Background: an optimization exercise with open tools, aiming at small area, a short achievable clock period and few clock cycles. Do not read the settings as production practice. Where RTL was checked, it was by simulation tests only, not by an equivalence proof against the original.

Setup of job 2683:
Design huffmanTree, start of the top module:
module huffmanTree (
    input  logic                   Clk_in,
    input  logic                   n_Rst,
    input  logic                   Start,
    input  logic [79:0]            Weights,    
    output logic                   Busy,
    output logic                   Done,
    output logic [119:0]           Tree,       
    output logic [4:0]             RootRight,
    output logic [4:0]             RootLeft
);
export LEC_CHECK = 0
export ABC_AREA = 1
export CAP_MARGIN = 20
export CORE_MARGIN = 2
export CORE_UTILIZATION = 40
export CTS_CLUSTER_DIAMETER = 100
export CTS_CLUSTER_SIZE = 26
export SLEW_MARGIN = 20
create_clock -name core_clock -period 36.0 [get_ports {Clk_in}]
standard.sh (not shown) runs the stock make flow with config.mk's settings and CLKGATE_MAP_FILE= SYNTH_SCRIPT=/design/flow/synth_recipe.tcl, a recipe that flattens the netlist after the stock synthesis.
==> flow/flow/run.sh <==
#!/bin/bash
# The standard layout, except that the port buffers are plain buf_1
# cells instead of the delay buffers buffer_ports picks by default.
set -euo pipefail
export BUFFER_PORTS_ARGS="-buffer_cell sky130_fd_sc_hd__buf_1"
bash standard.sh finish > standard_flow.log 2>&1
Input-level comparison between job 1851 and job 2683:
--- a/flow/design.v
+++ b/flow/design.v
@@ -192,35 +192,27 @@
             leafId1 = secondA ? {2'd0, iA0} : 5'd5 + {2'd0, iB1};
         end
     end
     logic [11:0]   q [QD];
     logic [QD-1:0] head;      
     logic [QD-1:0] tail;      
-    logic [2:0]    taken;     
-    logic [2:0]    pendCount;
     logic [PD-1:0] pending;   
     logic [4:0]    headId;    
-    assign pendCount = mergeCnt - taken;
-    assign headId    = 5'd10 + {2'd0, taken};
-    always_comb
-        for (int k = 0; k < QD; k++)
-            head[k] = (taken[1:0] == 2'(k));
-    always_comb
-        for (int k = 0; k < PD; k++)
-            pending[k] = (pendCount > 3'(k));
     logic [11:0]   opA;       
     logic [11:0]   opB;
     logic [11:0]   newSum;
     assign newSum = opA + opB;
     logic [1:0] tailSlot;
     assign tailSlot = mergeCnt[1:0] - 2'd1;
     always_comb
         for (int k = 0; k < QD; k++)
             tail[k] = (tailSlot == 2'(k));
     logic [QD-1:0] head1;
+    logic [QD-1:0] head2;
     assign head1 = {head[QD-2:0], head[QD-1]};
+    assign head2 = {head1[QD-2:0], head1[QD-1]};
     logic [11:0] qW0;
     logic [11:0] qW1;
     always_comb
     begin
         qW0 = '0;
         qW1 = '0;
@@ -277,39 +269,37 @@
             3'd4:    begin pairA = wB[3]; pairB = wB[4]; end
             default: ;
         endcase
     end
     logic [11:0] half;
     logic [7:0]  lastLeafW;
+    logic [4:0]  lastLeafId;
+    logic        xIsLeaf;
     logic        xRight;
     logic [4:0]  xId;
-    assign half      = {1'b0, total[11:1]};
-    assign lastLeafW = pending[1] ? leafW0 : leafW1;
-    assign xRight    = le12(newSum, half) && (pending[2] || le12({4'd0, lastLeafW}, half));
-    always_comb
-    begin
-        if (!twoLeaves && !twoNodes && !pending[1])
-            xId = leafId1;
-        else if (twoNodes && !pending[2])
-            xId = leafId0;
-        else
-            xId = 5'd16;
-    end
+    assign half       = {1'b0, total[11:1]};
+    assign lastLeafW  = pending[1] ? leafW0 : leafW1;
+    assign lastLeafId = pending[1] ? leafId0 : leafId1;
+    assign xIsLeaf    = !pending[2] && !leafLe(lastLeafW, newSum);
+    assign xRight     = le12(newSum, half) && (pending[2] || le12({4'd0, lastLeafW}, half));
+    assign xId        = xIsLeaf ? lastLeafId : 5'd16;
     always_ff @(posedge Clk_in)
     begin
         opA <= nextA;
         opB <= nextB;
     end
     always_ff @(posedge Clk_in)
     begin
         if (!busy)
         begin
             usedA    <= '0;
             usedB    <= '0;
             mergeCnt <= '0;
-            taken    <= '0;
+            head     <= QD'(1);
+            pending  <= '0;
+            headId   <= 5'd10;
             total    <= '0;
         end
         else
         begin
             mergeCnt <= mergeCnt + 3'd1;
             if (mergeCnt <= 3'd4)
@@ -327,17 +317,24 @@
             end
             for (int k = 0; k < QD; k++)
                 if (tail[k])
                     q[k] <= newSum;
             if (twoNodes)
             begin
-                taken   <= taken + 3'd2;
+                head    <= head2;
+                headId  <= headId + 5'd2;
+                pending <= {1'b0, pending[PD-1:1]};
             end
             else if (!twoLeaves)
             begin
-                taken   <= taken + 3'd1;
+                head    <= head1;
+                headId  <= headId + 5'd1;
+            end
+            else
+            begin
+                pending <= {pending[PD-2:0], 1'b1};
             end
         end
     end
     logic [9:0] entry [8];
     logic [4:0] rootR;
     logic [4:0] rootL;
==> comparison <==
Compared with job 2683, in job 1851 fraction of layout instances using a drive strength above 1 down 3.3 points.
Relative to job 2683, number of buffers added by the clock tree synthesis step has gone up in job 1851.
Relative to job 2683, job 1851 degrades area of the die.
Changes observed in job 1851 relative to job 2683: design area went up; pin count of the biggest net entering global routing fell by 11; final worst setup slack now sits lower.
On adder and majority cell fraction of the synthesized area, the lower figure sits with job 1851, not job 2683.
Testbench counts of job 1851, summed over its fixed seeds: cycles 4,608.
No functional check of the RTL was part of job 2683.


The RTL this note starts from:
==> flow/design.v <==
package huff_pkg;
    typedef logic [8-1:0] weight_t;
    typedef logic [12-1:0]    nodeWeight_t;
    typedef logic [5-1:0]     nodeId_t;
    typedef struct packed {
        weight_t [10-1:0] leaf;
    } leafWeights_t;
    typedef struct packed {
        nodeId_t parent;
        nodeId_t left;
        nodeId_t right;
    } treeEntry_t;
    typedef logic [(9-1)*3*5-1:0] treeTable_t;
    typedef struct packed {
        nodeId_t     id;
        nodeWeight_t weight;
        logic        valid;  
    } pick_t;
    typedef enum logic [1:0] {
        IDLE,
        PICK_RIGHT,
        PICK_LEFT,
        MERGE
    } ctrlState_t;
endpackage
module huffmanTree (
    input  logic                   Clk_in,
    input  logic                   n_Rst,
    input  logic                   Start,
    input  logic [79:0]            Weights,    
    output logic                   Busy,
    output logic                   Done,
    output logic [119:0]           Tree,       
    output logic [4:0]             RootRight,
    output logic [4:0]             RootLeft
);
    localparam int NH = 5;    
    localparam int QD = 4;    
    localparam int PD = 5;    
    function automatic logic le8(input logic [7:0] a, input logic [7:0] b);
        logic r;
        r = 1'b1;
        for (int k = 0; k < 8; k++)
            r = (a[k] ^ b[k]) ? b[k] : r;
        le8 = r;
    endfunction
    function automatic logic le12(input logic [11:0] a, input logic [11:0] b);
        logic r;
        r = 1'b1;
        for (int k = 0; k < 12; k++)
            r = (a[k] ^ b[k]) ? b[k] : r;
        le12 = r;
    endfunction
    function automatic logic leafLe(input logic [7:0] a, input logic [11:0] b);
        leafLe = (|b[11:8]) || le8(a, b[7:0]);
    endfunction
    logic       busy;
    logic       busyOut;    
    logic       done;
    logic [3:0] haveResult;   
    logic [2:0] mergeCnt;     
    logic       lastMerge;
    assign lastMerge = (mergeCnt == 3'd7);
    always_ff @(posedge Clk_in or negedge n_Rst)
    begin
        if (!n_Rst)
        begin
            busy       <= 1'b0;
            busyOut    <= 1'b0;
            done       <= 1'b0;
            haveResult <= '0;
        end
        else
        begin
            busy       <= busy ? !lastMerge : Start;
            busyOut    <= busy && !lastMerge;
            done       <= busy && lastMerge;
            for (int g = 0; g < 4; g++)
                haveResult[g] <= haveResult[g] || (busy && mergeCnt == 3'(2*g));
        end
    end
    assign Busy = busyOut;
    assign Done = done;
    logic [7:0]    wA [NH];
    logic [7:0]    wB [NH];
    logic [NH-1:0] usedA;
    logic [NH-1:0] usedB;
    always_ff @(posedge Clk_in)
    begin
        if (!busy)
        begin
            for (int i = 0; i < NH; i++)
            begin
                wA[i] <= Weights[8*i +: 8];
                wB[i] <= Weights[8*(i+NH) +: 8];
            end
        end
    end
    function automatic logic [2*NH-1:0] pickTwo(input logic [8*NH-1:0] w,
                                                input logic [NH-1:0]   used);
        logic [NH-1:0] prec [NH];   
        logic [NH-1:0] p0;
        logic [NH-1:0] p1;
        for (int i = 0; i < NH; i++)
        begin
            prec[i][i] = 1'b0;
            for (int j = i + 1; j < NH; j++)
            begin
                prec[i][j] = le8(w[8*i +: 8], w[8*j +: 8]);
                prec[j][i] = !prec[i][j];
            end
        end
        for (int i = 0; i < NH; i++)
        begin
            p0[i] = !used[i];
            for (int j = 0; j < NH; j++)
                if (j != i)
                    p0[i] = p0[i] && (used[j] || prec[i][j]);
        end
        for (int i = 0; i < NH; i++)
        begin
            p1[i] = !used[i] && !p0[i];
            for (int j = 0; j < NH; j++)
                if (j != i)
                    p1[i] = p1[i] && (used[j] || p0[j] || prec[i][j]);
        end
        pickTwo = {p1, p0};
    endfunction
    logic [8*NH-1:0] wAflat;
    logic [8*NH-1:0] wBflat;
    logic [NH-1:0]   pA0, pA1, pB0, pB1;
    always_comb
    begin
        for (int i = 0; i < NH; i++)
        begin
            wAflat[8*i +: 8] = wA[i];
            wBflat[8*i +: 8] = wB[i];
        end
    end
    assign {pA1, pA0} = pickTwo(wAflat, usedA);
    assign {pB1, pB0} = pickTwo(wBflat, usedB);
    logic [7:0] wA0, wA1, wB0, wB1;
    logic [2:0] iA0, iA1, iB0, iB1;
    always_comb
    begin
        wA0 = '0; wA1 = '0; wB0 = '0; wB1 = '0;
        iA0 = '0; iA1 = '0; iB0 = '0; iB1 = '0;
        for (int i = 0; i < NH; i++)
        begin
            wA0 = wA0 | ({8{pA0[i]}} & wA[i]);
            wA1 = wA1 | ({8{pA1[i]}} & wA[i]);
            wB0 = wB0 | ({8{pB0[i]}} & wB[i]);
            wB1 = wB1 | ({8{pB1[i]}} & wB[i]);
            iA0 = iA0 | ({3{pA0[i]}} & 3'(i));
            iA1 = iA1 | ({3{pA1[i]}} & 3'(i));
            iB0 = iB0 | ({3{pB0[i]}} & 3'(i));
            iB1 = iB1 | ({3{pB1[i]}} & 3'(i));
        end
    end
    logic okA0, okA1, okB0, okB1;
    assign okA0 = |pA0;
    assign okA1 = |pA1;
    assign okB0 = |pB0;
    assign okB1 = |pB1;
    logic       firstA;     
    logic       secondA;    
    logic       leafOk0;
    logic       leafOk1;
    logic [7:0] leafW0;
    logic [7:0] leafW1;
    logic [4:0] leafId0;
    logic [4:0] leafId1;
    always_comb
    begin
        firstA = okA0 && (!okB0 || le8(wA0, wB0));
        if (firstA)
            secondA = okA1 && (!okB0 || le8(wA1, wB0));
        else
            secondA = okA0 && (!okB1 || le8(wA0, wB1));
        leafOk0 = okA0 || okB0;
        leafOk1 = firstA ? (okA1 || okB0) : (okA0 || okB1);
        leafW0  = firstA ? wA0 : wB0;
        leafId0 = firstA ? {2'd0, iA0} : 5'd5 + {2'd0, iB0};
        if (firstA)
        begin
            leafW1  = secondA ? wA1 : wB0;
            leafId1 = secondA ? {2'd0, iA1} : 5'd5 + {2'd0, iB0};
        end
        else
        begin
            leafW1  = secondA ? wA0 : wB1;
            leafId1 = secondA ? {2'd0, iA0} : 5'd5 + {2'd0, iB1};
        end
    end
    logic [11:0]   q [QD];
    logic [QD-1:0] head;      
    logic [QD-1:0] tail;      
    logic [PD-1:0] pending;   
    logic [4:0]    headId;    
    logic [11:0]   opA;       
    logic [11:0]   opB;
    logic [11:0]   newSum;
    assign newSum = opA + opB;
    logic [1:0] tailSlot;
    assign tailSlot = mergeCnt[1:0] - 2'd1;
    always_comb
        for (int k = 0; k < QD; k++)
            tail[k] = (tailSlot == 2'(k));
    logic [QD-1:0] head1;
    logic [QD-1:0] head2;
    assign head1 = {head[QD-2:0], head[QD-1]};
    assign head2 = {head1[QD-2:0], head1[QD-1]};
    logic [11:0] qW0;
    logic [11:0] qW1;
    always_comb
    begin
        qW0 = '0;
        qW1 = '0;
        for (int k = 0; k < QD; k++)
        begin
            qW0 = qW0 | ({12{head[k]}}  & q[k]);
            qW1 = qW1 | ({12{head1[k]}} & q[k]);
        end
        if (pending[0] && !pending[1])
            qW0 = newSum;
        if (pending[1] && !pending[2])
            qW1 = newSum;
    end
    logic        takeLeafR;
    logic        takeLeafL;
    logic        twoLeaves;
    logic        twoNodes;
    logic [11:0] nextA;
    logic [11:0] nextB;
    logic [4:0]  rightId;
    logic [4:0]  leftId;
    always_comb
    begin
        takeLeafR = leafOk0 && (!pending[0] || leafLe(leafW0, qW0));
        if (takeLeafR)
            takeLeafL = leafOk1 && (!pending[0] || leafLe(leafW1, qW0));
        else
            takeLeafL = leafOk0 && (!pending[1] || leafLe(leafW0, qW1));
        twoLeaves = takeLeafR && takeLeafL;
        twoNodes  = !takeLeafR && !takeLeafL;
        nextA = twoNodes ? qW1 : {4'd0, leafW0};
        nextB = twoLeaves ? {4'd0, leafW1} : qW0;
        rightId = takeLeafR ? leafId0 : headId;
        if (twoLeaves)
            leftId = leafId1;
        else if (takeLeafR)
            leftId = headId;
        else if (takeLeafL)
            leftId = leafId0;
        else
            leftId = headId + 5'd1;
    end
    logic [11:0] total;
    logic [7:0]  pairA;
    logic [7:0]  pairB;
    always_comb
    begin
        pairA = wA[0];
        pairB = wA[1];
        case (mergeCnt)
            3'd1:    begin pairA = wA[2]; pairB = wA[3]; end
            3'd2:    begin pairA = wA[4]; pairB = wB[0]; end
            3'd3:    begin pairA = wB[1]; pairB = wB[2]; end
            3'd4:    begin pairA = wB[3]; pairB = wB[4]; end
            default: ;
        endcase
    end
    logic [11:0] half;
    logic [7:0]  lastLeafW;
    logic [4:0]  lastLeafId;
    logic        xIsLeaf;
    logic        xRight;
    logic [4:0]  xId;
    assign half       = {1'b0, total[11:1]};
    assign lastLeafW  = pending[1] ? leafW0 : leafW1;
    assign lastLeafId = pending[1] ? leafId0 : leafId1;
    assign xIsLeaf    = !pending[2] && !leafLe(lastLeafW, newSum);
    assign xRight     = le12(newSum, half) && (pending[2] || le12({4'd0, lastLeafW}, half));
    assign xId        = xIsLeaf ? lastLeafId : 5'd16;
    always_ff @(posedge Clk_in)
    begin
        opA <= nextA;
        opB <= nextB;
    end
    always_ff @(posedge Clk_in)
    begin
        if (!busy)
        begin
            usedA    <= '0;
            usedB    <= '0;
            mergeCnt <= '0;
            head     <= QD'(1);
            pending  <= '0;
            headId   <= 5'd10;
            total    <= '0;
        end
        else
        begin
            mergeCnt <= mergeCnt + 3'd1;
            if (mergeCnt <= 3'd4)
                total <= total + {4'd0, pairA} + {4'd0, pairB};
            if (takeLeafR || takeLeafL)
            begin
                if (firstA)
                    usedA <= usedA | pA0 | ((twoLeaves && secondA) ? pA1 : '0);
                else
                    usedA <= usedA | ((twoLeaves && secondA) ? pA0 : '0);
                if (!firstA)
                    usedB <= usedB | pB0 | ((twoLeaves && !secondA) ? pB1 : '0);
                else
                    usedB <= usedB | ((twoLeaves && !secondA) ? pB0 : '0);
            end
            for (int k = 0; k < QD; k++)
                if (tail[k])
                    q[k] <= newSum;
            if (twoNodes)
            begin
                head    <= head2;
                headId  <= headId + 5'd2;
                pending <= {1'b0, pending[PD-1:1]};
            end
            else if (!twoLeaves)
            begin
                head    <= head1;
                headId  <= headId + 5'd1;
            end
            else
            begin
                pending <= {pending[PD-2:0], 1'b1};
            end
        end
    end
    logic [9:0] entry [8];
    logic [4:0] rootR;
    logic [4:0] rootL;
    always_ff @(posedge Clk_in or negedge n_Rst)
    begin
        if (!n_Rst)
        begin
            for (int e = 0; e < 8; e++)
                entry[e] <= '0;
            rootR <= '0;
            rootL <= '0;
        end
        else if (busy)
        begin
            for (int e = 0; e < 7; e++)
                entry[e] <= entry[e+1];
            entry[7] <= {leftId, rightId};
            if (lastMerge)
            begin
                rootR <= xRight ? xId : 5'd17;
                rootL <= xRight ? 5'd17 : xId;
            end
        end
    end
    always_comb
    begin
        for (int e = 0; e < 8; e++)
            Tree[15*e +: 15] = {(haveResult[e/2] ? 5'(10 + e) : 5'd0), entry[e]};
    end
    assign RootRight = rootR;
    assign RootLeft  = rootL;
endmodule
Settings: LEC_CHECK=0, CAP_MARGIN=20, CORE_MARGIN=2, CORE_UTILIZATION=40, SLEW_MARGIN=20; clock period 36.0 ns.
Scripts as last shown in full above: flow/flow/run.sh
Testbench counts at the start, summed over its fixed seeds: cycles 4,608.
Rerun with:
--- a/flow/design.v
+++ b/flow/design.v
@@ -54,33 +54,29 @@
     function automatic logic leafLe(input logic [7:0] a, input logic [11:0] b);
         leafLe = (|b[11:8]) || le8(a, b[7:0]);
     endfunction
     logic       busy;
-    logic       busyOut;    
     logic       done;
-    logic [3:0] haveResult;   
+    logic       haveResult;
     logic [2:0] mergeCnt;     
     logic       lastMerge;
     assign lastMerge = (mergeCnt == 3'd7);
     always_ff @(posedge Clk_in or negedge n_Rst)
     begin
         if (!n_Rst)
         begin
             busy       <= 1'b0;
-            busyOut    <= 1'b0;
             done       <= 1'b0;
-            haveResult <= '0;
+            haveResult <= 1'b0;
         end
         else
         begin
             busy       <= busy ? !lastMerge : Start;
-            busyOut    <= busy && !lastMerge;
             done       <= busy && lastMerge;
-            for (int g = 0; g < 4; g++)
-                haveResult[g] <= haveResult[g] || (busy && mergeCnt == 3'(2*g));
+            haveResult <= haveResult || busy;
         end
     end
-    assign Busy = busyOut;
+    assign Busy = busy;
     assign Done = done;
     logic [7:0]    wA [NH];
     logic [7:0]    wB [NH];
     logic [NH-1:0] usedA;
@@ -200,13 +196,8 @@
     logic [11:0]   opA;       
     logic [11:0]   opB;
     logic [11:0]   newSum;
     assign newSum = opA + opB;
-    logic [1:0] tailSlot;
-    assign tailSlot = mergeCnt[1:0] - 2'd1;
-    always_comb
-        for (int k = 0; k < QD; k++)
-            tail[k] = (tailSlot == 2'(k));
     logic [QD-1:0] head1;
     logic [QD-1:0] head2;
     assign head1 = {head[QD-2:0], head[QD-1]};
     assign head2 = {head1[QD-2:0], head1[QD-1]};
@@ -294,8 +285,9 @@
             usedA    <= '0;
             usedB    <= '0;
             mergeCnt <= '0;
             head     <= QD'(1);
+            tail     <= {1'b1, (QD-1)'(0)};
             pending  <= '0;
             headId   <= 5'd10;
             total    <= '0;
         end
@@ -317,8 +309,9 @@
             end
             for (int k = 0; k < QD; k++)
                 if (tail[k])
                     q[k] <= newSum;
+            tail <= {tail[QD-2:0], tail[QD-1]};
             if (twoNodes)
             begin
                 head    <= head2;
                 headId  <= headId + 5'd2;
@@ -361,9 +354,9 @@
     end
     always_comb
     begin
         for (int e = 0; e < 8; e++)
-            Tree[15*e +: 15] = {(haveResult[e/2] ? 5'(10 + e) : 5'd0), entry[e]};
+            Tree[15*e +: 15] = {(haveResult ? 5'(10 + e) : 5'd0), entry[e]};
     end
     assign RootRight = rootR;
     assign RootLeft  = rootL;
 endmodule
After rerunning: Clock-buffer cell count rises by 2. Hold slack hardly moves. Design area came out lower by 0.73%. Die area fell by 0.46%. Synthesized cell count came out lower by 0.42%. Utilization shrinks by 0.23 points.
Function not checked in the second run of this note: the RTL went through the layout flow alone.

-- re-timing with driven ports --
The results above use ideal ports. As a check the final layouts listed here were re-extracted and re-timed, cells and wires unchanged.
Step 1, drivers: a clkbuf_16 drives Clk_in and a buf_2 each remaining input, both assumed.
Step 2 times the ports against the registers' clock, not the clock port: input delays grow and output delays shrink by t, the midpoint of the rising clock arrivals with the driver on.
Slacks: ideal ports / drivers / drivers and shift; pairs: ideal ports / drivers.
| run | t (ns) | setup WS [ns] | hold WS [ns] | slew at the worst register clock pin (ns) |
|---|---|---|---|---|
| job 2683 | 0.577 | 27.641 / 27.582 / 27.630 | 0.477 / 0.477 / 0.477 | 0.11 / 0.11 |
| job 1851 | 0.595 | 27.605 / 27.548 / 27.891 | 0.468 / 0.468 / 0.468 | 0.11 / 0.11 |
| the first run of note 2 | 0.598 | 27.626 / 27.571 / 27.601 | 0.453 / 0.453 / 0.453 | 0.06 / 0.06 |
| the second run of note 2 | 0.653 | 27.360 / 27.301 / 27.679 | 0.451 / 0.451 / 0.451 | 0.06 / 0.06 |
After both steps setup and hold are still met in every run listed. For the first run of note 2, which loses most, drivers alone change the setup slack by -0.055 ns; drivers and shift together by -0.025 ns. Setup slack includes reset recovery checks.
